This is an optimization exercise on Yosys and OpenROAD, whose aim is small area, not a production implementation. At most, simulation tests tie the RTL to the original design; equivalence was not proved. Only the layout flow was run in run 1; the RTL was not checked for function there. Power and IR drop assume default switching activity.

==> flow/design.v (outline; a module is shown in full before it is edited, if it fits) <==
// module zig_sampler: 1035 lines
// module zig_bsel: 10 lines
// module zig_fa: 10 lines
module zig_sampler (
  input  logic        clk,
  input  logic        rst_n,
  input  logic        u_valid,
  output logic        u_ready,
  input  logic [39:0] u_data,
  output logic [6:0]  rect_idx,
  input  logic [17:0] rmost_coord,
  input  logic [31:0] wedge_bound_ratio,
  output logic        z_valid,
  input  logic        z_ready,
  output logic [18:0] z_data,
  output logic        slow_valid,
  input  logic        slow_ready,
  output logic [6:0]  slow_idx,
  output logic [31:0] slow_frac,
  output logic        slow_sign,
  output logic [15:0] acc_cnt,
  output logic [15:0] rej_cnt
);
  // ...
==> flow/flow/run.sh <==
#!/bin/bash
# Own flow: the standard synthesis, an area-oriented re-mapping of its combinational cells
# (registers untouched), then the standard layout with buf_1 as the port buffer.
set -euo pipefail
W=$(pwd)
R=$W/orfs/results/$FLOW_PLATFORM/zig_sampler/base
YOSYS=$FLOW_HOME/../tools/install/yosys/bin/yosys
LIB=$FLOW_HOME/platforms/$FLOW_PLATFORM/lib/sky130_fd_sc_hd__tt_025C_1v80.lib

bash standard.sh synth > "$W/1_standard_synth.log" 2>&1
cp "$R/1_2_yosys.v" "$W/1_2_yosys_standard.v"

REMAP_LIB=$LIB REMAP_IN=$W/1_2_yosys_standard.v REMAP_OUT=$R/1_2_yosys.v REMAP_TOP=$FLOW_TOP \
  REMAP_SCRIPT=$W/flow/area.abc "$YOSYS" -c "$W/flow/remap.tcl" > "$W/2_remap.log" 2>&1
rm -f "$R/1_synth.odb" "$R/1_synth.sdc"

bash standard.sh "BUFFER_PORTS_ARGS=-buffer_cell sky130_fd_sc_hd__buf_1" finish > "$W/3_standard_layout.log" 2>&1
==> flow/flow/area.abc <==
strash
dch
amap
topo
==> flow/flow/remap.tcl <==
# Re-map the combinational standard cells of the standard synthesis for area.
# Registers, full/half adders and tie cells are kept as they are (same instances, same names).
yosys -import
set lib $::env(REMAP_LIB)
read_liberty -ignore_miss_func -ignore_miss_dir $lib
read_verilog -overwrite $::env(REMAP_IN)
hierarchy -top $::env(REMAP_TOP)
foreach pat {sky130_fd_sc_hd__df* sky130_fd_sc_hd__edf* sky130_fd_sc_hd__sdf* sky130_fd_sc_hd__fa_* sky130_fd_sc_hd__ha_* sky130_fd_sc_hd__conb_*} {
  catch { setattr -mod -set keep_hierarchy 1 $pat }
}
flatten
opt_clean -purge
abc -liberty $lib -script $::env(REMAP_SCRIPT) -dont_use sky130_fd_sc_hd__lpflow_* -dont_use sky130_fd_sc_hd__probe*
opt_clean -purge
hilomap -singleton -hicell sky130_fd_sc_hd__conb_1 HI -locell sky130_fd_sc_hd__conb_1 LO
setattr -mod -unset keep_hierarchy
select $::env(REMAP_TOP)
stat -liberty $lib
write_verilog -noattr -noexpr -nohex -nodec -selected $::env(REMAP_OUT)
==> flow/standard.sh <==
#!/bin/bash
# synth_recipe.tcl (not shown) runs the flow's synth.tcl, then flattens the netlist and writes it again
# the make line also repeats each setting of config.mk as NAME=value (left out here)
make -C /OpenROAD-flow-scripts/flow DESIGN_CONFIG=/design/flow/config.mk WORK_HOME=/design/flow/orfs CLKGATE_MAP_FILE= SYNTH_SCRIPT=/design/flow/synth_recipe.tcl "${@:-finish}"
==> flow/config.mk <==
export PLATFORM = sky130hd
export DESIGN_NAME = zig_sampler
export DESIGN_NICKNAME = zig_sampler
export VERILOG_FILES = /design/flow/design.v
export SDC_FILE = /design/flow/constraint.sdc
export NUM_CORES = 4
export LEC_CHECK = 0
export CAP_MARGIN = 20
export CORE_MARGIN = 2
export CORE_UTILIZATION = 65
export CTS_BUF_LIST = sky130_fd_sc_hd__clkbuf_8
export PLACE_DENSITY = 0.75
export SLEW_MARGIN = 20
export SYNTH_HIERARCHICAL = 1
==> flow/constraint.sdc <==
create_clock -name core_clock -period 9.0 [get_ports {clk}]
set_input_delay 1.8000 -clock core_clock [delete_from_list [all_inputs] [get_ports {clk}]]
set_output_delay 1.8000 -clock core_clock [all_outputs]
set_load 0.01 [all_outputs]
==> metrics.yaml, run 1 <==
antenna_found_initial: 2
slew_viol_final: 0
fp.dieArea_mm2: 0.0277
die_y_um: 166
status: "complete, no violations"
finalInstanceArea_mm2: 0.0192
crit_arrival_ps: 8580
place_inst: 2462
n_tap_cell: 335
clk_share_pct: 2.15
grt_max_degree: 66
crit_type: "input pin to flop"
period_share_pct: 92.8
multi_input_area_share_pct: 66.0
multi_input_cells: 1561
top_usage_layer: "met2"
die_w_um: 166
cap_violations: 0
h-tree-depth: 4
crit_start: "rmost_coord[1]"
placed_cell_area_mm2: 0.0188
grt.overflow.total: 0
fin_nets: 2598
cp.depth: 30
dp_slack_ps: 204
grtUsageMet2_pct: 69.6
hold_class: "flop to flop"
max_stage_delay_ps: 500
via_per_inst: 6.70
seq_area_mm2: 0.00384
wl_per_cell_um: 22.8
min_path_cells: 0
post_cts_resized: 0
grtUsageTotal_pct: 41.6
wirelength_um: 56900
ioPinCount: 196
p_total_w: 0.00636
first_pass_iters: 9
cp_top_family: "adder cells"
p_int_w: 0.00318
dpl.hpwl_um: 41900
initial_core_util_pct: 66.0
ir_drop_uv: 342
==> run 2: changes to the inputs <==
--- a/flow/design.v
+++ b/flow/design.v
@@ -29,16 +29,18 @@
   logic [15:0] acc_cnt_r;
   logic [15:0] rej_cnt_r;
   logic        slow_valid_r;
   logic [6:0]  slow_idx_r;
   logic [31:0] slow_frac_r;
   logic        slow_sign_r;
   logic        accept_s, z_free_s, slow_free_s, advance_s, acc_adv_s, rej_adv_s, u_ready_s, fire_s;
   logic [18:0] z_neg_s;
+  logic        c32_s;
+  logic [17:0] hi_s;
   logic [346:0] ppn;
   logic [8:0] cn;
   logic [255:0] fs, fc;
   logic [15:0] hs, hc;
   logic [49:0] ma, mb;
   logic [8:0] bo_s, bt_s, bn_s;
   assign bo_s[0] = rmost_coord[0] ^ 1'b0;
   assign bt_s[0] = (rmost_coord[1] & ~rmost_coord[0] & ~1'b0) | (~rmost_coord[1] & rmost_coord[0] & 1'b0);
@@ -418,20 +420,20 @@
   assign cn[1] = ~ppn[67];
   assign cn[2] = ~ppn[102];
   assign cn[3] = ~ppn[137];
   assign cn[4] = ~ppn[172];
   assign cn[5] = ~ppn[207];
   assign cn[6] = ~ppn[242];
   assign cn[7] = ~ppn[277];
   assign cn[8] = ~ppn[312];
-  assign hs[0] = ~(ppn[313] ^ ppn[16]);
-  assign hc[0] = ppn[313] | ppn[16];
-  assign hs[1] = ~(ppn[17] ^ ppn[50]);
-  assign hc[1] = ppn[17] | ppn[50];
+  zig_ihs u_hs0 (.a(ppn[313]), .b(ppn[16]), .s(hs[0]));
+  zig_ihc u_hc0 (.a(ppn[313]), .b(ppn[16]), .co(hc[0]));
+  zig_ihs u_hs1 (.a(ppn[17]), .b(ppn[50]), .s(hs[1]));
+  zig_ihc u_hc1 (.a(ppn[17]), .b(ppn[50]), .co(hc[1]));
   zig_fa u_fa0 (.a(ppn[315]), .b(ppn[18]), .c(ppn[51]), .s(fs[0]), .co(fc[0]));
   zig_fa u_fa1 (.a(ppn[316]), .b(ppn[19]), .c(ppn[52]), .s(fs[1]), .co(fc[1]));
   zig_fa u_fa2 (.a(ppn[317]), .b(ppn[20]), .c(ppn[53]), .s(fs[2]), .co(fc[2]));
   zig_fa u_fa3 (.a(ppn[318]), .b(ppn[21]), .c(ppn[54]), .s(fs[3]), .co(fc[3]));
   zig_fa u_fa4 (.a(ppn[319]), .b(ppn[22]), .c(ppn[55]), .s(fs[4]), .co(fc[4]));
   zig_fa u_fa5 (.a(ppn[320]), .b(ppn[23]), .c(ppn[56]), .s(fs[5]), .co(fc[5]));
   zig_fa u_fa6 (.a(ppn[321]), .b(ppn[24]), .c(ppn[57]), .s(fs[6]), .co(fc[6]));
   zig_fa u_fa7 (.a(ppn[322]), .b(ppn[25]), .c(ppn[58]), .s(fs[7]), .co(fc[7]));
@@ -440,34 +442,34 @@
   zig_fa u_fa10 (.a(ppn[325]), .b(ppn[28]), .c(ppn[61]), .s(fs[10]), .co(fc[10]));
   zig_fa u_fa11 (.a(ppn[326]), .b(ppn[29]), .c(ppn[62]), .s(fs[11]), .co(fc[11]));
   zig_fa u_fa12 (.a(ppn[327]), .b(ppn[30]), .c(ppn[63]), .s(fs[12]), .co(fc[12]));
   zig_fa u_fa13 (.a(ppn[328]), .b(ppn[31]), .c(ppn[64]), .s(fs[13]), .co(fc[13]));
   zig_fa u_fa14 (.a(ppn[329]), .b(ppn[32]), .c(ppn[65]), .s(fs[14]), .co(fc[14]));
   zig_fa u_fa15 (.a(ppn[330]), .b(cn[0]), .c(ppn[66]), .s(fs[15]), .co(fc[15]));
   zig_fa u_fa16 (.a(ppn[331]), .b(ppn[34]), .c(cn[1]), .s(fs[16]), .co(fc[16]));
   zig_fa u_fa17 (.a(ppn[332]), .b(ppn[69]), .c(ppn[101]), .s(fs[17]), .co(fc[17]));
-  assign hs[2] = ~(ppn[208] ^ ppn[10]);
-  assign hc[2] = ppn[208] | ppn[10];
-  assign hs[3] = ~(ppn[11] ^ ppn[44]);
-  assign hc[3] = ppn[11] | ppn[44];
+  zig_ihs u_hs2 (.a(ppn[208]), .b(ppn[10]), .s(hs[2]));
+  zig_ihc u_hc2 (.a(ppn[208]), .b(ppn[10]), .co(hc[2]));
+  zig_ihs u_hs3 (.a(ppn[11]), .b(ppn[44]), .s(hs[3]));
+  zig_ihc u_hc3 (.a(ppn[11]), .b(ppn[44]), .co(hc[3]));
   zig_fa u_fa18 (.a(ppn[243]), .b(ppn[12]), .c(ppn[45]), .s(fs[18]), .co(fc[18]));
-  assign hs[4] = ~(ppn[78] ^ ppn[111]);
-  assign hc[4] = ppn[78] | ppn[111];
+  zig_ihs u_hs4 (.a(ppn[78]), .b(ppn[111]), .s(hs[4]));
+  zig_ihc u_hc4 (.a(ppn[78]), .b(ppn[111]), .co(hc[4]));
   zig_fa u_fa19 (.a(ppn[13]), .b(ppn[46]), .c(ppn[79]), .s(fs[19]), .co(fc[19]));
-  assign hs[5] = ~(ppn[112] ^ ppn[145]);
-  assign hc[5] = ppn[112] | ppn[145];
+  zig_ihs u_hs5 (.a(ppn[112]), .b(ppn[145]), .s(hs[5]));
+  zig_ihc u_hc5 (.a(ppn[112]), .b(ppn[145]), .co(hc[5]));
   zig_fa u_fa20 (.a(ppn[278]), .b(ppn[14]), .c(ppn[47]), .s(fs[20]), .co(fc[20]));
   zig_fa u_fa21 (.a(ppn[80]), .b(ppn[113]), .c(ppn[146]), .s(fs[21]), .co(fc[21]));
-  assign hs[6] = ~(ppn[179] ^ ppn[212]);
-  assign hc[6] = ppn[179] | ppn[212];
+  zig_ihs u_hs6 (.a(ppn[179]), .b(ppn[212]), .s(hs[6]));
+  zig_ihc u_hc6 (.a(ppn[179]), .b(ppn[212]), .co(hc[6]));
   zig_fa u_fa22 (.a(ppn[15]), .b(ppn[48]), .c(ppn[81]), .s(fs[22]), .co(fc[22]));
   zig_fa u_fa23 (.a(ppn[114]), .b(ppn[147]), .c(ppn[180]), .s(fs[23]), .co(fc[23]));
-  assign hs[7] = ~(ppn[213] ^ ppn[246]);
-  assign hc[7] = ppn[213] | ppn[246];
+  zig_ihs u_hs7 (.a(ppn[213]), .b(ppn[246]), .s(hs[7]));
+  zig_ihc u_hc7 (.a(ppn[213]), .b(ppn[246]), .co(hc[7]));
   zig_fa u_fa24 (.a(ppn[49]), .b(ppn[82]), .c(ppn[115]), .s(fs[24]), .co(fc[24]));
   zig_fa u_fa25 (.a(ppn[148]), .b(ppn[181]), .c(ppn[214]), .s(fs[25]), .co(fc[25]));
   zig_fa u_fa26 (.a(ppn[247]), .b(ppn[280]), .c(hs[0]), .s(fs[26]), .co(fc[26]));
   zig_fa u_fa27 (.a(ppn[83]), .b(ppn[116]), .c(ppn[149]), .s(fs[27]), .co(fc[27]));
   zig_fa u_fa28 (.a(ppn[182]), .b(ppn[215]), .c(ppn[248]), .s(fs[28]), .co(fc[28]));
   zig_fa u_fa29 (.a(ppn[281]), .b(hc[0]), .c(hs[1]), .s(fs[29]), .co(fc[29]));
   zig_fa u_fa30 (.a(ppn[84]), .b(ppn[117]), .c(ppn[150]), .s(fs[30]), .co(fc[30]));
   zig_fa u_fa31 (.a(ppn[183]), .b(ppn[216]), .c(ppn[249]), .s(fs[31]), .co(fc[31]));
@@ -530,26 +532,26 @@
   zig_fa u_fa88 (.a(ppn[169]), .b(ppn[202]), .c(ppn[235]), .s(fs[88]), .co(fc[88]));
   zig_fa u_fa89 (.a(ppn[268]), .b(ppn[301]), .c(ppn[102]), .s(fs[89]), .co(fc[89]));
   zig_fa u_fa90 (.a(ppn[335]), .b(cn[3]), .c(ppn[170]), .s(fs[90]), .co(fc[90]));
   zig_fa u_fa91 (.a(ppn[203]), .b(ppn[236]), .c(ppn[269]), .s(fs[91]), .co(fc[91]));
   zig_fa u_fa92 (.a(ppn[336]), .b(ppn[139]), .c(ppn[171]), .s(fs[92]), .co(fc[92]));
   zig_fa u_fa93 (.a(ppn[204]), .b(ppn[237]), .c(ppn[270]), .s(fs[93]), .co(fc[93]));
   zig_fa u_fa94 (.a(ppn[337]), .b(cn[4]), .c(ppn[205]), .s(fs[94]), .co(fc[94]));
   zig_fa u_fa95 (.a(ppn[338]), .b(ppn[174]), .c(ppn[206]), .s(fs[95]), .co(fc[95]));
-  assign hs[8] = ~(ppn[138] ^ ppn[6]);
-  assign hc[8] = ppn[138] | ppn[6];
-  assign hs[9] = ~(ppn[7] ^ ppn[40]);
-  assign hc[9] = ppn[7] | ppn[40];
+  zig_ihs u_hs8 (.a(ppn[138]), .b(ppn[6]), .s(hs[8]));
+  zig_ihc u_hc8 (.a(ppn[138]), .b(ppn[6]), .co(hc[8]));
+  zig_ihs u_hs9 (.a(ppn[7]), .b(ppn[40]), .s(hs[9]));
+  zig_ihc u_hc9 (.a(ppn[7]), .b(ppn[40]), .co(hc[9]));
   zig_fa u_fa96 (.a(ppn[173]), .b(ppn[8]), .c(ppn[41]), .s(fs[96]), .co(fc[96]));
-  assign hs[10] = ~(ppn[74] ^ ppn[107]);
-  assign hc[10] = ppn[74] | ppn[107];
+  zig_ihs u_hs10 (.a(ppn[74]), .b(ppn[107]), .s(hs[10]));
+  zig_ihc u_hc10 (.a(ppn[74]), .b(ppn[107]), .co(hc[10]));
   zig_fa u_fa97 (.a(ppn[9]), .b(ppn[42]), .c(ppn[75]), .s(fs[97]), .co(fc[97]));
-  assign hs[11] = ~(ppn[108] ^ ppn[141]);
-  assign hc[11] = ppn[108] | ppn[141];
+  zig_ihs u_hs11 (.a(ppn[108]), .b(ppn[141]), .s(hs[11]));
+  zig_ihc u_hc11 (.a(ppn[108]), .b(ppn[141]), .co(hc[11]));
   zig_fa u_fa98 (.a(ppn[43]), .b(ppn[76]), .c(ppn[109]), .s(fs[98]), .co(fc[98]));
   zig_fa u_fa99 (.a(ppn[142]), .b(ppn[175]), .c(hs[2]), .s(fs[99]), .co(fc[99]));
   zig_fa u_fa100 (.a(ppn[77]), .b(ppn[110]), .c(ppn[143]), .s(fs[100]), .co(fc[100]));
   zig_fa u_fa101 (.a(ppn[176]), .b(hc[2]), .c(hs[3]), .s(fs[101]), .co(fc[101]));
   zig_fa u_fa102 (.a(ppn[144]), .b(ppn[177]), .c(ppn[210]), .s(fs[102]), .co(fc[102]));
   zig_fa u_fa103 (.a(hc[3]), .b(fs[18]), .c(hs[4]), .s(fs[103]), .co(fc[103]));
   zig_fa u_fa104 (.a(ppn[178]), .b(ppn[211]), .c(fc[18]), .s(fs[104]), .co(fc[104]));
   zig_fa u_fa105 (.a(hc[4]), .b(fs[19]), .c(hs[5]), .s(fs[105]), .co(fc[105]));
@@ -610,20 +612,20 @@
   zig_fa u_fa160 (.a(ppn[239]), .b(ppn[272]), .c(ppn[305]), .s(fs[160]), .co(fc[160]));
   zig_fa u_fa161 (.a(ppn[172]), .b(fc[94]), .c(fs[95]), .s(fs[161]), .co(fc[161]));
   zig_fa u_fa162 (.a(ppn[339]), .b(cn[5]), .c(ppn[240]), .s(fs[162]), .co(fc[162]));
   zig_fa u_fa163 (.a(ppn[273]), .b(ppn[306]), .c(fc[95]), .s(fs[163]), .co(fc[163]));
   zig_fa u_fa164 (.a(ppn[340]), .b(ppn[209]), .c(ppn[241]), .s(fs[164]), .co(fc[164]));
   zig_fa u_fa165 (.a(ppn[274]), .b(ppn[307]), .c(ppn[207]), .s(fs[165]), .co(fc[165]));
   zig_fa u_fa166 (.a(ppn[341]), .b(cn[6]), .c(ppn[275]), .s(fs[166]), .co(fc[166]));
   zig_fa u_fa167 (.a(ppn[342]), .b(ppn[244]), .c(ppn[276]), .s(fs[167]), .co(fc[167]));
-  assign hs[12] = ~(ppn[103] ^ ppn[4]);
-  assign hc[12] = ppn[103] | ppn[4];
-  assign hs[13] = ~(ppn[5] ^ ppn[38]);
-  assign hc[13] = ppn[5] | ppn[38];
+  zig_ihs u_hs12 (.a(ppn[103]), .b(ppn[4]), .s(hs[12]));
+  zig_ihc u_hc12 (.a(ppn[103]), .b(ppn[4]), .co(hc[12]));
+  zig_ihs u_hs13 (.a(ppn[5]), .b(ppn[38]), .s(hs[13]));
+  zig_ihc u_hc13 (.a(ppn[5]), .b(ppn[38]), .co(hc[13]));
   zig_fa u_fa168 (.a(ppn[39]), .b(ppn[72]), .c(ppn[105]), .s(fs[168]), .co(fc[168]));
   zig_fa u_fa169 (.a(ppn[73]), .b(ppn[106]), .c(hc[8]), .s(fs[169]), .co(fc[169]));
   zig_fa u_fa170 (.a(ppn[140]), .b(hc[9]), .c(fs[96]), .s(fs[170]), .co(fc[170]));
   zig_fa u_fa171 (.a(fc[96]), .b(hc[10]), .c(fs[97]), .s(fs[171]), .co(fc[171]));
   zig_fa u_fa172 (.a(fc[97]), .b(hc[11]), .c(fs[98]), .s(fs[172]), .co(fc[172]));
   zig_fa u_fa173 (.a(fc[98]), .b(fs[100]), .c(fc[99]), .s(fs[173]), .co(fc[173]));
   zig_fa u_fa174 (.a(fc[100]), .b(fs[102]), .c(fc[101]), .s(fs[174]), .co(fc[174]));
   zig_fa u_fa175 (.a(fc[102]), .b(fc[103]), .c(fs[104]), .s(fs[175]), .co(fc[175]));
@@ -656,20 +658,20 @@
   zig_fa u_fa202 (.a(fs[158]), .b(fc[156]), .c(fc[157]), .s(fs[202]), .co(fc[202]));
   zig_fa u_fa203 (.a(fc[158]), .b(fs[160]), .c(fc[159]), .s(fs[203]), .co(fc[203]));
   zig_fa u_fa204 (.a(fc[160]), .b(fs[162]), .c(fc[161]), .s(fs[204]), .co(fc[204]));
   zig_fa u_fa205 (.a(fc[162]), .b(fs[164]), .c(fs[165]), .s(fs[205]), .co(fc[205]));
   zig_fa u_fa206 (.a(ppn[308]), .b(fc[164]), .c(fc[165]), .s(fs[206]), .co(fc[206]));
   zig_fa u_fa207 (.a(ppn[309]), .b(ppn[242]), .c(fc[166]), .s(fs[207]), .co(fc[207]));
   zig_fa u_fa208 (.a(ppn[343]), .b(cn[7]), .c(ppn[310]), .s(fs[208]), .co(fc[208]));
   zig_fa u_fa209 (.a(ppn[344]), .b(ppn[279]), .c(ppn[311]), .s(fs[209]), .co(fc[209]));
-  assign hs[14] = ~(ppn[68] ^ ppn[2]);
-  assign hc[14] = ppn[68] | ppn[2];
-  assign hs[15] = ~(ppn[3] ^ ppn[36]);
-  assign hc[15] = ppn[3] | ppn[36];
+  zig_ihs u_hs14 (.a(ppn[68]), .b(ppn[2]), .s(hs[14]));
+  zig_ihc u_hc14 (.a(ppn[68]), .b(ppn[2]), .co(hc[14]));
+  zig_ihs u_hs15 (.a(ppn[3]), .b(ppn[36]), .s(hs[15]));
+  zig_ihc u_hc15 (.a(ppn[3]), .b(ppn[36]), .co(hc[15]));
   zig_fa u_fa210 (.a(ppn[37]), .b(ppn[70]), .c(hs[12]), .s(fs[210]), .co(fc[210]));
   zig_fa u_fa211 (.a(ppn[71]), .b(hc[12]), .c(hs[13]), .s(fs[211]), .co(fc[211]));
   zig_fa u_fa212 (.a(hc[13]), .b(hs[8]), .c(fs[168]), .s(fs[212]), .co(fc[212]));
   zig_fa u_fa213 (.a(fc[168]), .b(hs[9]), .c(fs[169]), .s(fs[213]), .co(fc[213]));
   zig_fa u_fa214 (.a(hs[10]), .b(fc[169]), .c(fs[170]), .s(fs[214]), .co(fc[214]));
   zig_fa u_fa215 (.a(hs[11]), .b(fc[170]), .c(fs[171]), .s(fs[215]), .co(fc[215]));
   zig_fa u_fa216 (.a(fc[171]), .b(fs[99]), .c(fs[172]), .s(fs[216]), .co(fc[216]));
   zig_fa u_fa217 (.a(fc[172]), .b(fs[101]), .c(fs[173]), .s(fs[217]), .co(fc[217]));
@@ -807,20 +809,37 @@
   assign mb[46] = fs[252];
   assign ma[47] = fc[252];
   assign mb[47] = fs[253];
   assign ma[48] = fc[253];
   assign mb[48] = fs[254];
   assign ma[49] = fc[254];
   assign mb[49] = fs[255];
   logic [17:0] hg_s, hp_s;
-  logic [31:0] lg_s, lp_s;
-  logic [59:0] pg_g, pg_p;
+  logic [31:0] lg_s, lp_s, cg_s, cp_s;
+  logic [90:0] pg_g, pg_p;
   assign hg_s = ~(ma[49:32] | mb[49:32]);
-  assign hp_s = ma[49:32] ^ mb[49:32];
+  zig_xor u_hp0 (.a(ma[32]), .b(mb[32]), .y(hp_s[0]));
+  zig_xor u_hp1 (.a(ma[33]), .b(mb[33]), .y(hp_s[1]));
+  zig_xor u_hp2 (.a(ma[34]), .b(mb[34]), .y(hp_s[2]));
+  zig_xor u_hp3 (.a(ma[35]), .b(mb[35]), .y(hp_s[3]));
+  zig_xor u_hp4 (.a(ma[36]), .b(mb[36]), .y(hp_s[4]));
+  zig_xor u_hp5 (.a(ma[37]), .b(mb[37]), .y(hp_s[5]));
+  zig_xor u_hp6 (.a(ma[38]), .b(mb[38]), .y(hp_s[6]));
+  zig_xor u_hp7 (.a(ma[39]), .b(mb[39]), .y(hp_s[7]));
+  zig_xor u_hp8 (.a(ma[40]), .b(mb[40]), .y(hp_s[8]));
+  zig_xor u_hp9 (.a(ma[41]), .b(mb[41]), .y(hp_s[9]));
+  zig_xor u_hp10 (.a(ma[42]), .b(mb[42]), .y(hp_s[10]));
+  zig_xor u_hp11 (.a(ma[43]), .b(mb[43]), .y(hp_s[11]));
+  zig_xor u_hp12 (.a(ma[44]), .b(mb[44]), .y(hp_s[12]));
+  zig_xor u_hp13 (.a(ma[45]), .b(mb[45]), .y(hp_s[13]));
+  zig_xor u_hp14 (.a(ma[46]), .b(mb[46]), .y(hp_s[14]));
+  zig_xor u_hp15 (.a(ma[47]), .b(mb[47]), .y(hp_s[15]));
+  zig_xor u_hp16 (.a(ma[48]), .b(mb[48]), .y(hp_s[16]));
+  zig_xor u_hp17 (.a(ma[49]), .b(mb[49]), .y(hp_s[17]));
   assign lg_s = {ma[31:1] & mb[31:1], ma[0] | mb[0]};
   assign lp_s = ma[31:0] | mb[31:0];
   assign pg_g[0] = hg_s[1] | (hp_s[1] & hg_s[0]);
   assign pg_p[0] = hp_s[1] & hp_s[0];
   assign pg_g[1] = hg_s[3] | (hp_s[3] & hg_s[2]);
   assign pg_p[1] = hp_s[3] & hp_s[2];
   assign pg_g[2] = hg_s[5] | (hp_s[5] & hg_s[4]);
   assign pg_p[2] = hp_s[5] & hp_s[4];
@@ -933,21 +952,83 @@
   assign pg_g[56] = pg_g[52] | (pg_p[52] & pg_g[51]);
   assign pg_p[56] = pg_p[52] & pg_p[51];
   assign pg_g[57] = pg_g[54] | (pg_p[54] & pg_g[53]);
   assign pg_p[57] = pg_p[54] & pg_p[53];
   assign pg_g[58] = pg_g[56] | (pg_p[56] & pg_g[55]);
   assign pg_p[58] = pg_p[56] & pg_p[55];
   assign pg_g[59] = pg_g[58] | (pg_p[58] & pg_g[57]);
   assign pg_p[59] = pg_p[58] & pg_p[57];
+  assign pg_g[60] = cg_s[1] | (cp_s[1] & cg_s[0]);
+  assign pg_p[60] = cp_s[1] & cp_s[0];
+  assign pg_g[61] = cg_s[3] | (cp_s[3] & cg_s[2]);
+  assign pg_p[61] = cp_s[3] & cp_s[2];
+  assign pg_g[62] = cg_s[5] | (cp_s[5] & cg_s[4]);
+  assign pg_p[62] = cp_s[5] & cp_s[4];
+  assign pg_g[63] = cg_s[7] | (cp_s[7] & cg_s[6]);
+  assign pg_p[63] = cp_s[7] & cp_s[6];
+  assign pg_g[64] = cg_s[9] | (cp_s[9] & cg_s[8]);
+  assign pg_p[64] = cp_s[9] & cp_s[8];
+  assign pg_g[65] = cg_s[11] | (cp_s[11] & cg_s[10]);
+  assign pg_p[65] = cp_s[11] & cp_s[10];
+  assign pg_g[66] = cg_s[13] | (cp_s[13] & cg_s[12]);
+  assign pg_p[66] = cp_s[13] & cp_s[12];
+  assign pg_g[67] = cg_s[15] | (cp_s[15] & cg_s[14]);
+  assign pg_p[67] = cp_s[15] & cp_s[14];
+  assign pg_g[68] = cg_s[17] | (cp_s[17] & cg_s[16]);
+  assign pg_p[68] = cp_s[17] & cp_s[16];
+  assign pg_g[69] = cg_s[19] | (cp_s[19] & cg_s[18]);
+  assign pg_p[69] = cp_s[19] & cp_s[18];
+  assign pg_g[70] = cg_s[21] | (cp_s[21] & cg_s[20]);
+  assign pg_p[70] = cp_s[21] & cp_s[20];
+  assign pg_g[71] = cg_s[23] | (cp_s[23] & cg_s[22]);
+  assign pg_p[71] = cp_s[23] & cp_s[22];
+  assign pg_g[72] = cg_s[25] | (cp_s[25] & cg_s[24]);
+  assign pg_p[72] = cp_s[25] & cp_s[24];
+  assign pg_g[73] = cg_s[27] | (cp_s[27] & cg_s[26]);
+  assign pg_p[73] = cp_s[27] & cp_s[26];
+  assign pg_g[74] = cg_s[29] | (cp_s[29] & cg_s[28]);
+  assign pg_p[74] = cp_s[29] & cp_s[28];
+  assign pg_g[75] = cg_s[31] | (cp_s[31] & cg_s[30]);
+  assign pg_p[75] = cp_s[31] & cp_s[30];
+  assign pg_g[76] = pg_g[61] | (pg_p[61] & pg_g[60]);
+  assign pg_p[76] = pg_p[61] & pg_p[60];
+  assign pg_g[77] = pg_g[63] | (pg_p[63] & pg_g[62]);
+  assign pg_p[77] = pg_p[63] & pg_p[62];
+  assign pg_g[78] = pg_g[65] | (pg_p[65] & pg_g[64]);
+  assign pg_p[78] = pg_p[65] & pg_p[64];
+  assign pg_g[79] = pg_g[67] | (pg_p[67] & pg_g[66]);
+  assign pg_p[79] = pg_p[67] & pg_p[66];
+  assign pg_g[80] = pg_g[69] | (pg_p[69] & pg_g[68]);
+  assign pg_p[80] = pg_p[69] & pg_p[68];
+  assign pg_g[81] = pg_g[71] | (pg_p[71] & pg_g[70]);
+  assign pg_p[81] = pg_p[71] & pg_p[70];
+  assign pg_g[82] = pg_g[73] | (pg_p[73] & pg_g[72]);
+  assign pg_p[82] = pg_p[73] & pg_p[72];
+  assign pg_g[83] = pg_g[75] | (pg_p[75] & pg_g[74]);
+  assign pg_p[83] = pg_p[75] & pg_p[74];
+  assign pg_g[84] = pg_g[77] | (pg_p[77] & pg_g[76]);
+  assign pg_p[84] = pg_p[77] & pg_p[76];
+  assign pg_g[85] = pg_g[79] | (pg_p[79] & pg_g[78]);
+  assign pg_p[85] = pg_p[79] & pg_p[78];
+  assign pg_g[86] = pg_g[81] | (pg_p[81] & pg_g[80]);
+  assign pg_p[86] = pg_p[81] & pg_p[80];
+  assign pg_g[87] = pg_g[83] | (pg_p[83] & pg_g[82]);
+  assign pg_p[87] = pg_p[83] & pg_p[82];
+  assign pg_g[88] = pg_g[85] | (pg_p[85] & pg_g[84]);
+  assign pg_p[88] = pg_p[85] & pg_p[84];
+  assign pg_g[89] = pg_g[87] | (pg_p[87] & pg_g[86]);
+  assign pg_p[89] = pg_p[87] & pg_p[86];
+  assign pg_g[90] = pg_g[89] | (pg_p[89] & pg_g[88]);
+  assign pg_p[90] = pg_p[89] & pg_p[88];
   assign c32_s = ~pg_g[59];
+  assign cg_s = ~s1_frac_r & wedge_bound_ratio;
+  assign cp_s = ~s1_frac_r | wedge_bound_ratio;
+  assign accept_s = pg_g[90];
   assign hi_s = hp_s ^ {pg_g[28], pg_g[15], pg_g[27], pg_g[19], pg_g[26], pg_g[16], pg_g[25], pg_g[18], pg_g[24], pg_g[13], pg_g[23], pg_g[17], pg_g[22], pg_g[9], pg_g[21], pg_g[0], hg_s[0], 1'b0};
-  logic        c32_s;
-  logic [17:0] hi_s;
-  assign accept_s    = (s1_frac_r < wedge_bound_ratio);
   assign z_free_s    = !z_valid_r || z_ready;
   assign slow_free_s = !slow_valid_r || slow_ready;
   assign advance_s   = s1_valid_r && (accept_s ? z_free_s : slow_free_s);
   assign acc_adv_s   = advance_s && accept_s;
   assign rej_adv_s   = advance_s && !accept_s;
   assign u_ready_s   = !s1_valid_r || advance_s;
   assign fire_s      = u_valid && u_ready_s;
   assign u_ready  = u_ready_s;
@@ -1038,16 +1119,37 @@
   input  logic two,
   input  logic neg,
   input  logic x1,
   input  logic x0,
   output logic pn
 );
   assign pn = ~(((one & x1) | (two & x0)) ^ neg);
 endmodule
+module zig_ihs (
+  input  logic a,
+  input  logic b,
+  output logic s
+);
+  assign s = ~(a ^ b);
+endmodule
+module zig_ihc (
+  input  logic a,
+  input  logic b,
+  output logic co
+);
+  assign co = a | b;
+endmodule
+module zig_xor (
+  input  logic a,
+  input  logic b,
+  output logic y
+);
+  assign y = a ^ b;
+endmodule
 module zig_fa (
   input  logic a,
   input  logic b,
   input  logic c,
   output logic s,
   output logic co
 );
   assign s  = a ^ b ^ c;
==> flow/config.mk (replaced) <==
export PLATFORM = sky130hd
export DESIGN_NAME = zig_sampler
export DESIGN_NICKNAME = zig_sampler
export VERILOG_FILES = /design/flow/design.v
export SDC_FILE = /design/flow/constraint.sdc
export NUM_CORES = 4
export LEC_CHECK = 0
export CAP_MARGIN = 20
export CORE_MARGIN = 2
export CORE_UTILIZATION = 55
export CTS_BUF_LIST = sky130_fd_sc_hd__clkbuf_8
export PLACE_DENSITY = 0.65
export SLEW_MARGIN = 20
export SYNTH_HIERARCHICAL = 1
==> run 2 against run 1 <==
Still clean. Worst hold slack worse by 9.4 ps. Sequential power about the same. Critical path depth is the same. First-iteration DRC count decreased by 21%. Total power down 3.6%. Clock skew rose by 3.1 ps. Utilization shrank 11 points. Wire length fell by 0.64%. Combinational power down 5.1%. Global-route usage shrank 4.5 points. Die area increased by 13%. Via count is 2.9% lower. Critical endpoint unchanged.
==> metrics.yaml, run 2 <==
initial_core_util_pct: 55.7  # was 66.0%
wirelength_um: 56500  # was 56900 um
ys_warn_count: 7  # unchanged
period_share_pct: 89.9  # was 92.8%
first_pass_iters: 6  # was 9
cts.clk_slew.worst_paths_ps: 100  # was 110 ps
min-delay-start: "s1_idx_r[1]"  # was s1_idx_r[2]
worst_ep_required_time_ps: 9240  # was 9220 ps
grtUsageMet2_pct: 58.3  # was 69.6%
antennaDiodeCount: 0  # was 1
crit_slowest_cell: "fa_1"  # unchanged
post-route-drc-count: 0  # unchanged
grt.overflow.total: 0  # unchanged
h-tree-depth: 4  # unchanged
cts_root_buf: "clkbuf_8"  # unchanged
crit_arrival_ps: 8330  # was 8580 ps
wl_per_cell_um: 22.6  # was 22.8 um
grt_use_met3_pct: 8.85  # was 8.84%
top_usage_layer: "met2"  # unchanged
gp_congestion: 0.959  # was 0.982
met1_usage_pct: 49.9  # was 51.4%
crit_start: "rmost_coord[3]"  # was rmost_coord[1]
grt_pass1_wl_um: 88300  # was 90400 um
cts_tree: "built"  # unchanged
hold_violations: 0  # unchanged
postRouteAntennaNets: 0  # unchanged
regToRegStartpoint: "s1_frac_r[31]"  # was s1_frac_r[28]
io_buffers: 195  # unchanged
die_w_um: 177  # was 166 um
totalNegativeSetupSlack_ps: 0  # unchanged
layout_common_cells: "350 x nor2_1, 296 x a21oi_1, 263 x o22ai_1"  # was 322 x nor2_1, 280 x a21oi_1, 265 x fa_1
areaGrowthSynthToFinish_pct: 12.9  # was 12.1%
cts_num_sinks: 135  # unchanged
fmax_mhz: 124  # was 120 MHz
num-fill-cells: 2590  # was 1969
startpoint_type: "input pin"  # unchanged
grtUsageTotal_pct: 37.1  # was 41.6%
num_vias: 16232  # was 16715
fin_crit_ps: 8090  # was 8350 ps
path_max_fanout: 17  # was 14
fin_skew_ps: 27.1  # was 24.0 ps
fin_cells: 2496  # was 2495
worst_pin_slew_ps: 980  # was 927 ps
die_y_um: 177  # was 166 um
via_per_inst: 6.50  # was 6.70
tritoncts.num_buffers: 17  # unchanged
first_global_vias: 15664  # was 17084
grt_max_degree: 68  # was 66
cts_hold_buf: 0  # unchanged
dpl.hpwl_um: 39800  # was 41900 um
hold_class: "flop to flop"  # unchanged
ioPinCount: 196  # unchanged
ir_drop_uv: 220  # was 342 uV
cap_violations: 0  # unchanged
syn-instance-count: 1824  # was 1880
status: "complete, no violations"  # unchanged
max_stage_delay_ps: 540  # was 500 ps
initialDrtViolationCount: 1772  # was 2245
power.leakage_nw: 6.63  # was 7.14 nW
syn_avg_cell_area_um2: 9.02  # was 9.12 um^2
core_area_mm2: 0.0296  # was 0.0260 mm^2
grt_setup_unrepaired: "false"  # unchanged
slew_viol_final: 0  # unchanged
place_inst: 2464  # was 2462
post-cts-setup-buffers: 0  # unchanged
layout_commonest_cell: "nor2_1"  # unchanged
placementRows: 63  # was 59
setup_violations: 0  # unchanged
antenna_found_initial: 0  # was 2
worst_path_most_repeated_cell: "nor2_1"  # was fa_1
crit_path_end_kind: "flop"  # unchanged
clock_path_buffers: 2  # unchanged
syn_area_mm2: 0.0165  # was 0.0171 mm^2
p_per_area_mw_per_mm2: 330  # was 331 mW/mm^2
syn_nets: 2214  # was 2332
post_cts_resized: 0  # unchanged
crit_type: "input pin to flop"  # unchanged
reg_top3: "s1_frac_r: 32 flops, slow_frac_r: 32 flops, z_hi_r: 18 flops"  # unchanged
clock_latency_ps: 500  # was 470 ps
fp.dieArea_mm2: 0.0313  # was 0.0277 mm^2
relSlewSlack_pct: 34.5  # was 38.2%
drive_above_1_share_pct: 5.18  # was 4.91%
fin_nets: 2483  # was 2598
-- run 2: cell type report --
class | count | area [um^2] | area share (%)
Tap cell | 390 | 488 | 2.62
Multi-Input combinational cell | 1596 | 12300 | 66.3
Sequential cell | 135 | 3840 | 20.7
Clock buffer | 18 | 248 | 1.33
Inverter | 93 | 355 | 1.91
Clock inverter | 14 | 180 | 0.969
Timing Repair Buffer | 250 | 1150 | 6.18
-- run 2: worst max-delay path, delay by kind of cell --
family | cells | cell delay, ps
fa+ha+maj | 6 | 2340
simple gates | 13 | 1950
compound gates | 9 | 1530
buf+inv | 2 | 710
-- run 2: power breakdown --
part	internal [W]	switching, W	total (W)
Sequential	0.000941	0.000100	0.00104
Combinational	0.00187	0.00264	0.00451
Clock	0.000267	0.000306	0.000573
-- run 2: metrics by stage --
step	worst slack (ps)	cell area, um^2	hold slack [ps]	utilization (%)	power [W]
2_1_floorplan	22.5	16500	421	-	0.00422
3_3_place_gp	632	18200	430	61.4	0.00541
3_5_place_dp	528	18200	436	61.4	0.00548
4_1_cts	1040	18600	462	62.9	0.00611
5_1_grt	536	18600	473	62.9	0.00677
6_report	907	18600	462	62.9	0.00613
-- run 2: worst paths after layout --
kind                                      end  slack [ps]  cells after the start
worst min-delay path            slow_idx_r[1]         460                      0
worst max-delay path               z_hi_r[17]         910                     30
worst max register to register     z_hi_r[17]        1680                     28
worst min register to register  slow_idx_r[1]         460                      0
min in group asynchronous       acc_cnt_r[14]        1430                      1
max in group asynchronous       rej_cnt_r[15]        6990                      1
-- run 2: routing by layer --
| metal | wire length [um] | part of all wire (%) |
|---|---|---|
| met1 | 22100 | 39 |
| met2 | 25600 | 45 |
| met3 | 6630 | 12 |
| met4 | 2140 | 3.8 |
| met5 | 0 | 0 |
==> run 3: changes to the inputs <==
--- a/flow/flow/run.sh
+++ b/flow/flow/run.sh
@@ -1,6 +1,7 @@
 #!/bin/bash
 # Own flow: the standard synthesis, an area-oriented re-mapping of its combinational cells
-# (registers untouched), then the standard layout with buf_1 as the port buffer.
+# (registers untouched), then the standard layout with buf_1 as the port buffer and a
+# clock tree of clkbuf_8 without dummy loads.
 set -euo pipefail
 W=$(pwd)
 R=$W/orfs/results/$FLOW_PLATFORM/zig_sampler/base
@@ -14,4 +15,6 @@
   REMAP_SCRIPT=$W/flow/area.abc "$YOSYS" -c "$W/flow/remap.tcl" > "$W/2_remap.log" 2>&1
 rm -f "$R/1_synth.odb" "$R/1_synth.sdc"
 
-bash standard.sh "BUFFER_PORTS_ARGS=-buffer_cell sky130_fd_sc_hd__buf_1" finish > "$W/3_standard_layout.log" 2>&1
+bash standard.sh "BUFFER_PORTS_ARGS=-buffer_cell sky130_fd_sc_hd__buf_1" \
+  "CTS_ARGS=-sink_clustering_enable -repair_clock_nets -buf_list sky130_fd_sc_hd__clkbuf_8 -dont_use_dummy_load" \
+  finish > "$W/3_standard_layout.log" 2>&1
==> run 3 against run 2 <==
Area after synthesis unchanged. Utilization is 0.66 points lower. Combinational power about the same. Total power is 2.8% lower. Clock power down 31%. Flip-flop and latch count stayed put. Fmax is 0.40% higher. Sequential share of layout area is 0.22 points higher. First-iteration DRC count fell by 2.7%. Critical path type unchanged. Critical endpoint unchanged.
==> metrics.yaml, run 3 <==
status: "complete, no violations"  # unchanged
slew_viol_final: 0  # unchanged
fin_nets: 2483  # unchanged
ioPinCount: 196  # unchanged
finalInstanceArea_mm2: 0.0184  # was 0.0186 mm^2
areaGrowthSynthToFinish_pct: 11.8  # was 12.9%
hold_class: "flop to flop"  # unchanged
fin_cells: 2481  # was 2496
layout_commonest_cell: "nor2_1"  # unchanged
fmax_mhz: 124  # about the same
cts.clk_slew.worst_paths_ps: 80  # was 100 ps
post_cts_resized: 0  # unchanged
setup_violations: 0  # unchanged
placed_cell_area_mm2: 0.0182  # unchanged
post-route-drc-count: 0  # unchanged
io_buffers: 195  # unchanged
cts_tree: "built"  # unchanged
startpoint_type: "input pin"  # unchanged
cts_num_sinks: 135  # unchanged
initialDrtViolationCount: 1725  # was 1772
reg_top3: "s1_frac_r: 32 flops, slow_frac_r: 32 flops, z_hi_r: 18 flops"  # unchanged
core_area_mm2: 0.0296  # unchanged
syn_nets: 2214  # unchanged
drive_above_1_share_pct: 4.50  # was 5.18%
layout_common_cells: "350 x nor2_1, 296 x a21oi_1, 263 x o22ai_1"  # unchanged
gp_congestion: 0.959  # unchanged
crit_type: "input pin to flop"  # unchanged
h-tree-depth: 4  # unchanged
period_share_pct: 89.6  # was 89.9%
cts_hold_buf: 0  # unchanged
power.leakage_nw: 6.54  # was 6.63 nW
via_per_inst: 6.51  # was 6.50
grtUsageTotal_pct: 36.9  # was 37.1%
initial_core_util_pct: 55.7  # unchanged
antenna_found_initial: 0  # unchanged
ff2ff_setup_slack_ps: 1640  # was 1680 ps
placementRows: 63  # unchanged
first_pass_iters: 6  # unchanged
worst_ep_required_time_ps: 9220  # was 9240 ps
totalNegativeSetupSlack_ps: 0  # unchanged
cts_root_buf: "clkbuf_8"  # unchanged
post-cts-setup-buffers: 0  # unchanged
fin_skew_ps: 38.9  # was 27.1 ps
p_per_area_mw_per_mm2: 324  # was 330 mW/mm^2
num_vias: 16142  # was 16232
worst_pin_slew_ps: 1010  # was 980 ps
clock_latency_ps: 490  # was 500 ps
syn-instance-count: 1824  # unchanged
grt_max_degree: 68  # unchanged
fin_crit_ps: 8060  # was 8090 ps
crit_arrival_ps: 8280  # was 8330 ps
cap_violations: 0  # unchanged
place_inst: 2464  # unchanged
max_stage_delay_ps: 500  # was 540 ps
ir_drop_uv: 221  # was 220 uV
crit_path_end_kind: "flop"  # unchanged
wirelength_um: 56100  # was 56500 um
crit_slowest_cell: "fa_1"  # unchanged
tritoncts.num_buffers: 17  # unchanged
die_y_um: 177  # unchanged
dpl.hpwl_um: 39800  # unchanged
grt_setup_unrepaired: "false"  # unchanged
grt.overflow.total: 0  # unchanged
die_w_um: 177  # unchanged
syn_avg_cell_area_um2: 9.02  # unchanged
ys_warn_count: 7  # unchanged
antennaDiodeCount: 0  # unchanged
clock_path_buffers: 2  # unchanged
postRouteAntennaNets: 0  # unchanged
wl_per_cell_um: 22.6  # about the same
fp.dieArea_mm2: 0.0313  # unchanged
path_max_fanout: 15  # was 17
hold_violations: 0  # unchanged
grt_pass1_wl_um: 87900  # was 88300 um
first_global_vias: 15599  # was 15664
num-fill-cells: 2618  # was 2590
syn_area_mm2: 0.0165  # unchanged
relSlewSlack_pct: 32.6  # was 34.5%
## run 3: cell count changes in the layout (fill, tap and decap cells not counted)
cell        before  now
inv_8            4    0
clkinv_4         1    0
clkinvlp_4       2    0
inv_6            4    0
bufinv_16        2    0
clkinv_8         1    0
clkbuf_8        18   17
## run 3: routing by layer
| layer | up-vias | track usage, % | wire length, um |
|---|---|---|---|
| met3 | 119 | 9.15 | 6640 |
| met2 | 1027 | 58.1 | 25600 |
| met1 | 7597 | 49.6 | 22000 |
| met5 | - | 0 | 0 |
| met4 | 0 | 13.9 | 1880 |
| li1 | 7399 | - | - |
## run 3: worst paths after layout
kind / cells past startpoint / start / to
worst min register to register: 0 / s1_idx_r[4] / slow_idx_r[4]
worst max-delay path: 30 / rmost_coord[3] / z_hi_r[17]
min in group asynchronous: 1 / rst_n / acc_cnt_r[14]
worst min-delay path: 0 / s1_idx_r[4] / slow_idx_r[4]
max in group asynchronous: 1 / rst_n / rej_cnt_r[15]
worst max register to register: 28 / s1_frac_r[31] / z_hi_r[17]
## run 3: cell type report
type	count	area, um^2	area share, %
clock buffers	17	234	1.27
inverters	93	355	1.93
multi-input cells	1596	12300	67.0
flip-flops and latches	135	3840	20.9
well taps	390	488	2.65
repair buffers	250	1150	6.24
## run 3: worst max-delay path: cells and delay by family
family | cells | cell delay [ps]
AOI/OAI and AO/OA | 9 | 1550
adders and majority gates | 7 | 2620
buffers and inverters | 1 | 370
and+or+nand+nor | 13 | 1920
## run 3: metrics by stage
| stage | util [%] | total power, W | hold WS (ps) | worst slack [ps] |
|---|---|---|---|---|
| 3_5_place_dp | 61.4 | 0.00548 | 436 | 528 |
| 3_3_place_gp | 61.4 | 0.00541 | 430 | 632 |
| 4_1_cts | 62.2 | 0.00593 | 462 | 1020 |
| 2_1_floorplan | - | 0.00422 | 421 | 22.5 |
| 6_report | 62.2 | 0.00596 | 461 | 939 |
| 5_1_grt | 62.2 | 0.00659 | 473 | 537 |
## run 3: power breakdown
group | switching (W) | internal (W) | total (W)
clock network | 0.000230 | 0.000166 | 0.000396
logic | 0.00265 | 0.00187 | 0.00452
registers | 0.0000996 | 0.000942 | 0.00104
total | 0.00298 | 0.00298 | 0.00596
==> run 4: changes to the inputs <==
==> flow/flow/area.abc (replaced) <==
strash
&get -n
&deepsyn -I 10 -J 3
&put
dc2
dch -f
amap
topo
==> run 4 against run 3 <==
Sequential power hardly changed. Global-route usage is 1.2 points lower. Cell count hardly changed. Area after synthesis is 1.2% lower. Critical path depth is 5 higher. Wire length is 4.7% lower. Cell area is 0.66% lower. Non-clock buffer count is 12 higher. Via count is 3.0% lower. Clock-buffer cell count stayed put. Sequential share of layout area is 0.14 points higher. Clock skew is 4.5 ps lower.
==> metrics.yaml, run 4 <==
gp_congestion: 0.923  # was 0.959
post-cts-setup-buffers: 0  # unchanged
cts_hold_buf: 0  # unchanged
grt_setup_unrepaired: "false"  # unchanged
tritoncts.num_buffers: 17  # unchanged
wl_per_cell_um: 21.6  # was 22.6 um
period_share_pct: 91.1  # was 89.6%
p_per_area_mw_per_mm2: 310  # was 324 mW/mm^2
initialDrtViolationCount: 1794  # was 1725
worst_ep_required_time_ps: 9190  # was 9220 ps
grt_pass1_wl_um: 84000  # was 87900 um
regToRegStartpoint: "s1_frac_r[2]"  # was s1_frac_r[31]
setup_violations: 0  # unchanged
startpoint_type: "input pin"  # unchanged
crit_path_end_kind: "flop"  # unchanged
grt_max_degree: 66  # was 68
min-delay-start: "s1_idx_r[6]"  # was s1_idx_r[4]
h-tree-depth: 4  # unchanged
syn_area_mm2: 0.0163  # was 0.0165 mm^2
reg_top3: "s1_frac_r: 32 flops, slow_frac_r: 32 flops, z_hi_r: 18 flops"  # unchanged
antenna_found_initial: 0  # unchanged
post_cts_resized: 0  # unchanged
cap_violations: 0  # unchanged
post-route-drc-count: 0  # unchanged
fin_cells: 2480  # was 2481
fin_nets: 2488  # was 2483
slew_viol_final: 0  # unchanged
ff2ff_path_depth: 43  # was 28
hold_violations: 0  # unchanged
r2r-end: "acc_cnt_r[15]"  # was z_hi_r[17]
relSlewSlack_pct: 33.0  # was 32.6%
first_pass_iters: 6  # unchanged
num_vias: 15656  # was 16142
holdPathEnd: "slow_idx_r[6]"  # was slow_idx_r[4]
power.leakage_nw: 6.69  # was 6.54 nW
ff2ff_setup_slack_ps: 1270  # was 1640 ps
grtUsageTotal_pct: 35.7  # was 36.9%
utilization_pct: 63.2  # was 62.2%
fin_skew_ps: 34.4  # was 38.9 ps
crit_arrival_ps: 8400  # was 8280 ps
holdWs_ps: 464  # was 461 ps
via_per_inst: 6.31  # was 6.51
layout_common_cells: "363 x nand2_1, 316 x o21ai_0, 274 x o22ai_1"  # was 350 x nor2_1, 296 x a21oi_1, 263 x o22ai_1
hold_class: "flop to flop"  # unchanged
initial_core_util_pct: 56.2  # was 55.7%
crit_type: "input pin to flop"  # unchanged
max_stage_delay_ps: 560  # was 500 ps
dpl.hpwl_um: 39200  # was 39800 um
totalNegativeSetupSlack_ps: 0  # unchanged
crit_start: "rmost_coord[1]"  # was rmost_coord[3]
syn-instance-count: 1817  # was 1824
ys_warn_count: 7  # unchanged
fp.dieArea_mm2: 0.0310  # was 0.0313 mm^2
ir_drop_uv: 203  # was 221 uV
cts_root_buf: "clkbuf_8"  # unchanged
io_buffers: 195  # unchanged
antennaDiodeCount: 0  # unchanged
core_area_mm2: 0.0289  # was 0.0296 mm^2
min_path_cells: 0  # unchanged
layout_commonest_cell: "nand2_1"  # was nor2_1
fin_crit_ps: 8200  # was 8060 ps
fmax_mhz: 122  # was 124 MHz
syn_avg_cell_area_um2: 8.95  # was 9.02 um^2
areaGrowthSynthToFinish_pct: 12.4  # was 11.8%
postRouteAntennaNets: 0  # unchanged
place_inst: 2463  # was 2464
path_max_fanout: 61  # was 15
grt.overflow.total: 0  # unchanged
placementRows: 62  # was 63
drive_above_1_share_pct: 4.96  # was 4.50%
p_total_w: 0.00567  # was 0.00596 W
clock_path_buffers: 2  # unchanged
cp_top_family: "adder cells"  # unchanged
wirelength_um: 53500  # was 56100 um
ioPinCount: 196  # unchanged
status: "complete, no violations"  # unchanged
cts_tree: "built"  # unchanged
crit_slowest_cell: "fa_1"  # unchanged
first_global_vias: 15094  # was 15599
syn_nets: 2207  # was 2214
worst_pin_slew_ps: 998  # was 1010 ps
clock_latency_ps: 480  # was 490 ps
cts.clk_slew.worst_paths_ps: 80  # about the same
die_y_um: 176  # was 177 um
cts_num_sinks: 135  # unchanged
die_w_um: 176  # was 177 um
critPathBufInv: 3  # was 1
run 4: layer usage:
| metal | global-route usage (%) | part of all wire (%) | vias up |
|---|---|---|---|
| li1 | - | - | 7255 |
| met1 | 49.4 | 41 | 7344 |
| met2 | 55.6 | 45 | 936 |
| met3 | 8.83 | 11 | 121 |
| met4 | 12.1 | 3.4 | 0 |
| met5 | 0 | 0 | - |
run 4: how the worst max path moves through the flow:
stage | end | slack, ps | depth (start not counted)
final | z_hi_r[17] | 800 | 35
after global routing | rect_idx[0] | 290 | 30
after CTS | z_hi_r[17] | 860 | 35
after detailed placement | z_hi_r[17] | 390 | 35
after global placement | z_hi_r[17] | 590 | 35
after floorplan | rect_idx[0] | 230 | 28
run 4: final cells by class:
type / count / area, um^2
multi-input cells: 1592 / 12100
fillers: 2552 / 10700
flip-flops and latches: 135 / 3840
repair buffers: 262 / 1260
well taps: 384 / 480
inverters: 90 / 338
clock buffers: 17 / 234
run 4: power breakdown:
part           switching [W]  internal (W)
Clock               0.000209      0.000166
Sequential         0.0000810      0.000935
Combinational        0.00247       0.00181
run 4: stage by stage:
stage | cell area, um^2 | worst slack [ps]
6_report | 18300 | 798
3_3_place_gp | 18000 | 593
4_1_cts | 18300 | 861
5_1_grt | 18300 | 288
3_5_place_dp | 18000 | 385
2_1_floorplan | 16300 | 230
==> run 5: changes to the inputs <==
--- a/flow/flow/run.sh
+++ b/flow/flow/run.sh
@@ -16,5 +16,5 @@
 rm -f "$R/1_synth.odb" "$R/1_synth.sdc"
 
 bash standard.sh "BUFFER_PORTS_ARGS=-buffer_cell sky130_fd_sc_hd__buf_1" \
-  "CTS_ARGS=-sink_clustering_enable -repair_clock_nets -buf_list sky130_fd_sc_hd__clkbuf_8 -dont_use_dummy_load" \
+  "CTS_ARGS=-sink_clustering_enable -repair_clock_nets -buf_list sky130_fd_sc_hd__clkbuf_8 -dont_use_dummy_load -sink_clustering_size 16" \
   finish > "$W/3_standard_layout.log" 2>&1
==> run 5 against run 4 <==
Highest routed layer unchanged. Cell area unchanged. Total power unchanged. Critical path type unchanged. Setup slack unchanged.
==> metrics.yaml, run 5 <==
status: "complete, no violations"  # unchanged
syn_nets: 2207  # unchanged
hold_violations: 0  # unchanged
cts_num_sinks: 135  # unchanged
path_max_fanout: 61  # unchanged
core_area_mm2: 0.0289  # unchanged
crit_type: "input pin to flop"  # unchanged
grt.overflow.total: 0  # unchanged
antenna_found_initial: 0  # unchanged
ioPinCount: 196  # unchanged
crit_arrival_ps: 8400  # about the same
grt_pass1_wl_um: 84000  # unchanged
cts.clk_slew.worst_paths_ps: 80  # about the same
first_pass_iters: 6  # unchanged
antennaDiodeCount: 0  # unchanged
clock_path_buffers: 2  # unchanged
io_buffers: 195  # unchanged
fin_nets: 2488  # unchanged
fp.dieArea_mm2: 0.0310  # unchanged
max_stage_delay_ps: 560  # about the same
cts_root_buf: "clkbuf_8"  # unchanged
reg_top3: "s1_frac_r: 32 flops, slow_frac_r: 32 flops, z_hi_r: 18 flops"  # unchanged
hold_class: "flop to flop"  # unchanged
totalNegativeSetupSlack_ps: 0  # unchanged
grtUsageTotal_pct: 35.7  # unchanged
cts_tree: "built"  # unchanged
wl_per_cell_um: 21.6  # unchanged
crit_slowest_cell: "fa_1"  # unchanged
tritoncts.num_buffers: 17  # unchanged
ir_drop_uv: 203  # unchanged
fin_cells: 2480  # unchanged
first_global_vias: 15094  # unchanged
relSlewSlack_pct: 33.0  # unchanged
ys_warn_count: 7  # unchanged
gp_congestion: 0.923  # unchanged
die_w_um: 176  # unchanged
p_per_area_mw_per_mm2: 310  # unchanged
startpoint_type: "input pin"  # unchanged
grt_setup_unrepaired: "false"  # unchanged
ff2ff_path_depth: 43  # unchanged
drive_above_1_share_pct: 4.96  # unchanged
cp_top_family: "adder cells"  # unchanged
post_cts_resized: 0  # unchanged
setup_violations: 0  # unchanged
syn_area_mm2: 0.0163  # unchanged
wirelength_um: 53500  # unchanged
layout_common_cells: "363 x nand2_1, 316 x o21ai_0, 274 x o22ai_1"  # unchanged
cts_hold_buf: 0  # unchanged
areaGrowthSynthToFinish_pct: 12.4  # unchanged
slew_viol_final: 0  # unchanged
grt_max_degree: 66  # unchanged
clock_latency_ps: 480  # about the same
h-tree-depth: 4  # unchanged
fin_crit_ps: 8200  # unchanged
worst_pin_slew_ps: 998  # unchanged
via_per_inst: 6.31  # unchanged
min_path_cells: 0  # unchanged
cp.depth: 35  # unchanged
layout_commonest_cell: "nand2_1"  # unchanged
fin_skew_ps: 34.4  # unchanged
die_y_um: 176  # unchanged
num_vias: 15656  # unchanged
placementRows: 62  # unchanged
critPathBufInv: 3  # unchanged
crit_path_end_kind: "flop"  # unchanged
dpl.hpwl_um: 39200  # unchanged
cap_violations: 0  # unchanged
syn-instance-count: 1817  # unchanged
place_inst: 2463  # unchanged
post-route-drc-count: 0  # unchanged
holdWs_ps: 464  # unchanged
power.leakage_nw: 6.69  # unchanged
post-cts-setup-buffers: 0  # unchanged
num-fill-cells: 2552  # unchanged
initialDrtViolationCount: 1794  # unchanged
initial_core_util_pct: 56.2  # unchanged
postRouteAntennaNets: 0  # unchanged
syn_avg_cell_area_um2: 8.95  # unchanged
fmax_mhz: 122  # unchanged
period_share_pct: 91.1  # unchanged
worst_ep_required_time_ps: 9190  # about the same
run 5: stage by stage:
stage                     cell area (um^2)  power [W]  util, %  setup slack (ps)
final                                18300    0.00567     63.2               798
after global routing                 18300    0.00631     63.2               288
after CTS                            18300    0.00564     63.2               861
after detailed placement             18000    0.00522     62.3               385
after global placement               18000    0.00512     62.3               593
after floorplan                      16300    0.00408        -               230
run 5: layer usage:
layer / routed length, um / vias up / global-route usage [%] / share of wire (%)
met5: 0 / - / 0 / 0
met4: 1830 / 0 / 12.1 / 3.4
met3: 6050 / 121 / 8.83 / 11
met2: 23900 / 936 / 55.6 / 45
met1: 21700 / 7344 / 49.4 / 41
li1: - / 7255 / - / -
run 5: final timing paths:
path / slack, ps / endpoint / start
setup / recovery: 800 / z_hi_r[17] / rmost_coord[1]
hold / removal: 460 / slow_idx_r[6] / s1_idx_r[6]
setup reg to reg: 1270 / acc_cnt_r[15] / s1_frac_r[2]
hold reg to reg: 460 / slow_idx_r[6] / s1_idx_r[6]
max in group asynchronous: 6980 / s1_valid_r / rst_n
min in group asynchronous: 1440 / acc_cnt_r[6] / rst_n
run 5: final cells by class:
type	count	area, um^2	area share [%]
inverter	90	338	1.85
timing repair buffer	262	1260	6.91
multi-input combinational	1592	12100	66.3
sequential	135	3840	21.0
tap	384	480	2.63
clock buffer	17	234	1.28
run 5: power by group:
part	leakage (nW)	switching, W	total [W]	internal, W
clock	0.122	0.000209	0.000375	0.000166
sequential	1.49	0.0000810	0.00102	0.000935
combinational	5.08	0.00247	0.00428	0.00181
total	6.69	0.00276	0.00567	0.00291
==> run 6: changes to the inputs <==
--- a/flow/flow/run.sh
+++ b/flow/flow/run.sh
@@ -16,5 +16,5 @@
 rm -f "$R/1_synth.odb" "$R/1_synth.sdc"
 
 bash standard.sh "BUFFER_PORTS_ARGS=-buffer_cell sky130_fd_sc_hd__buf_1" \
-  "CTS_ARGS=-sink_clustering_enable -repair_clock_nets -buf_list sky130_fd_sc_hd__clkbuf_8 -dont_use_dummy_load -sink_clustering_size 16" \
+  "CTS_ARGS=-sink_clustering_enable -repair_clock_nets -buf_list sky130_fd_sc_hd__clkbuf_8 -dont_use_dummy_load -sink_clustering_size 24 -sink_clustering_max_diameter 150" \
   finish > "$W/3_standard_layout.log" 2>&1
--- a/flow/config.mk
+++ b/flow/config.mk
@@ -5,10 +5,10 @@
 export SDC_FILE = /design/flow/constraint.sdc
 export NUM_CORES = 4
 export LEC_CHECK = 0
-export CAP_MARGIN = 20
+export CAP_MARGIN = 5
 export CORE_MARGIN = 2
 export CORE_UTILIZATION = 55
 export CTS_BUF_LIST = sky130_fd_sc_hd__clkbuf_8
 export PLACE_DENSITY = 0.65
-export SLEW_MARGIN = 20
+export SLEW_MARGIN = 5
 export SYNTH_HIERARCHICAL = 1
==> run 6 against run 5 <==
Utilization is the same. Highest routed layer unchanged. Sequential share of layout area is the same. Largest cell class unchanged. Flip-flop and latch count is the same. First-iteration DRC count is the same. Area after synthesis is the same. Non-clock buffer count is the same.
==> metrics.yaml, run 6 <==
crit_slowest_cell: "fa_1"  # unchanged
fp.dieArea_mm2: 0.0310  # unchanged
worst_ep_required_time_ps: 9190  # about the same
slew_viol_final: 0  # unchanged
postRouteAntennaNets: 0  # unchanged
critPathBufInv: 3  # unchanged
ioPinCount: 196  # unchanged
crit_type: "input pin to flop"  # unchanged
die_w_um: 176  # unchanged
reg_top3: "s1_frac_r: 32 flops, slow_frac_r: 32 flops, z_hi_r: 18 flops"  # unchanged
via_per_inst: 6.31  # unchanged
fin_nets: 2488  # unchanged
cts_tree: "built"  # unchanged
layout_common_cells: "363 x nand2_1, 316 x o21ai_0, 274 x o22ai_1"  # unchanged
wl_met3_um: 6050  # unchanged
clock_latency_ps: 480  # about the same
power.leakage_nw: 6.69  # about the same
wl_met1_um: 21700  # about the same
io_buffers: 195  # unchanged
startpoint_type: "input pin"  # unchanged
syn_avg_cell_area_um2: 8.95  # unchanged
num-fill-cells: 2552  # unchanged
cap_violations: 0  # unchanged
drive_above_1_share_pct: 4.96  # unchanged
setup_violations: 0  # unchanged
fin_crit_ps: 8200  # unchanged
placementRows: 62  # unchanged
post_cts_resized: 0  # unchanged
first_global_vias: 15094  # unchanged
initialDrtViolationCount: 1794  # unchanged
p_total_w: 0.00567  # about the same
num_vias: 15656  # unchanged
fin_skew_ps: 34.4  # unchanged
status: "complete, no violations"  # unchanged
tritoncts.num_buffers: 17  # unchanged
syn_nets: 2207  # unchanged
antennaDiodeCount: 0  # unchanged
totalNegativeSetupSlack_ps: 0  # unchanged
initial_core_util_pct: 56.2  # unchanged
period_share_pct: 91.1  # unchanged
cts_root_buf: "clkbuf_8"  # unchanged
cts_hold_buf: 0  # unchanged
grt.overflow.total: 0  # unchanged
grt_max_degree: 66  # unchanged
die_y_um: 176  # unchanged
p_per_area_mw_per_mm2: 310  # about the same
clock_path_buffers: 2  # unchanged
syn-instance-count: 1817  # unchanged
cts.clk_slew.worst_paths_ps: 80  # about the same
grtUsageTotal_pct: 35.7  # unchanged
cp_top_family: "adder cells"  # unchanged
dpl.hpwl_um: 39200  # unchanged
top_layer_used: "met4"  # unchanged
crit_path_end_kind: "flop"  # unchanged
post-route-drc-count: 0  # unchanged
max_stage_delay_ps: 560  # about the same
ir_drop_uv: 203  # unchanged
grt_setup_unrepaired: "false"  # unchanged
crit_arrival_ps: 8400  # about the same
antenna_found_initial: 0  # unchanged
hold_violations: 0  # unchanged
relSlewSlack_pct: 32.6  # was 33.0%
worst_pin_slew_ps: 1010  # was 998 ps
fmax_mhz: 122  # unchanged
syn_area_mm2: 0.0163  # unchanged
wl_met2_um: 23900  # unchanged
placed_cell_area_mm2: 0.0180  # unchanged
utilization_pct: 63.2  # unchanged
ys_warn_count: 7  # unchanged
cts_num_sinks: 135  # unchanged
first_pass_iters: 6  # unchanged
wl_per_cell_um: 21.6  # unchanged
layout_commonest_cell: "nand2_1"  # unchanged
holdWs_ps: 464  # unchanged
hold_class: "flop to flop"  # unchanged
finalInstanceArea_mm2: 0.0183  # unchanged
post-cts-setup-buffers: 0  # unchanged
gp_congestion: 0.923  # unchanged
grt_pass1_wl_um: 84000  # unchanged
core_area_mm2: 0.0289  # unchanged
wirelength_um: 53500  # unchanged
path_max_fanout: 61  # unchanged
areaGrowthSynthToFinish_pct: 12.4  # unchanged
h-tree-depth: 4  # unchanged
[run 6: path summary, 6_finish.rpt]
| path | from | to | slack [ps] | cells after the start |
|---|---|---|---|---|
| hold / removal | s1_idx_r[6] | slow_idx_r[6] | 460 | 0 |
| setup reg to reg | s1_frac_r[2] | acc_cnt_r[15] | 1270 | 43 |
| setup / recovery | rmost_coord[1] | z_hi_r[17] | 800 | 35 |
| min in group asynchronous | rst_n | acc_cnt_r[6] | 1470 | 1 |
| max in group asynchronous | rst_n | s1_valid_r | 6880 | 1 |
| hold reg to reg | s1_idx_r[6] | slow_idx_r[6] | 460 | 0 |
[run 6: final cells by class]
| class | count | area, um^2 | area share, % |
|---|---|---|---|
| Tap cell | 384 | 480 | 2.63 |
| Timing Repair Buffer | 262 | 1260 | 6.91 |
| Multi-Input combinational cell | 1592 | 12100 | 66.3 |
| Sequential cell | 135 | 3840 | 21.0 |
| Clock buffer | 17 | 234 | 1.28 |
| Inverter | 90 | 338 | 1.85 |
[run 6: layer usage]
layer  GRT usage [%]  vias to the layer above
li1                -                     7255
met1            49.4                     7344
met2            55.6                      936
met3            8.83                      121
met4            12.1                        0
met5               0                        -
[run 6: metrics by stage]
stage                     instances  worst slack (ps)
after global placement         2463               593
after floorplan                1817               230
final                          2480               798
after global routing           2480               288
after detailed placement       2463               385
after CTS                      2480               861
[run 6: worst reg2reg max path: cells and delay by family, from the launching register on]
family | cells | cell delay, ps
AOI/OAI and AO/OA | 18 | 2860
adders and majority gates | 15 | 2770
buffers and inverters | 1 | 700
DFF | 1 | 460
and+or+nand+nor | 9 | 850
[run 6: where the power goes]
part,internal (W),switching (W)
registers,0.000935,0.0000810
logic,0.00181,0.00247
clock network,0.000166,0.000209

afterwards: timing with drivers on the ports:
How much do the figures lean on ideal ports? The routed layouts below were timed once more, with nothing changed but the port constraints.
Step 1 assumes that a clkbuf_16 drives the clock port and a buf_2 every other input.
Step 2, shift: input delay + t, output delay - t, t = (earliest + latest rising clock arrival at the registers) / 2. This alone moves slack from input paths to output paths.
Three values: no drivers, after step 1, after step 2; two values: the first two.
| run | t (ns) | slack for setup (ns) | hold WS [ns] | worst setup path after step 2 | worst data-port slew with drivers (ns) |
|---|---|---|---|---|---|
| run 1 | 0.502 | 0.646 / 0.640 / 0.138 | 0.471 / 0.471 / 0.471 | input to register | 0.09 |
| run 2 | 0.540 | 0.907 / 0.935 / 0.395 | 0.462 / 0.462 / 0.462 | input to register | 0.10 |
| run 3 | 0.526 | 0.939 / 0.968 / 0.441 | 0.461 / 0.461 / 0.461 | input to register | 0.10 |
| run 4 | 0.508 | 0.798 / 0.803 / 0.295 | 0.464 / 0.464 / 0.464 | input to register | 0.07 |
| run 5 | 0.508 | 0.798 / 0.803 / 0.295 | 0.464 / 0.464 / 0.464 | input to register | 0.07 |
| run 6 | 0.508 | 0.798 / 0.803 / 0.295 | 0.464 / 0.464 / 0.464 | input to register | 0.07 |
After both steps every run listed still meets setup and hold. The setup slack of run 2, which loses most, moves by +0.028 ns with the drivers and by -0.512 ns with both steps.
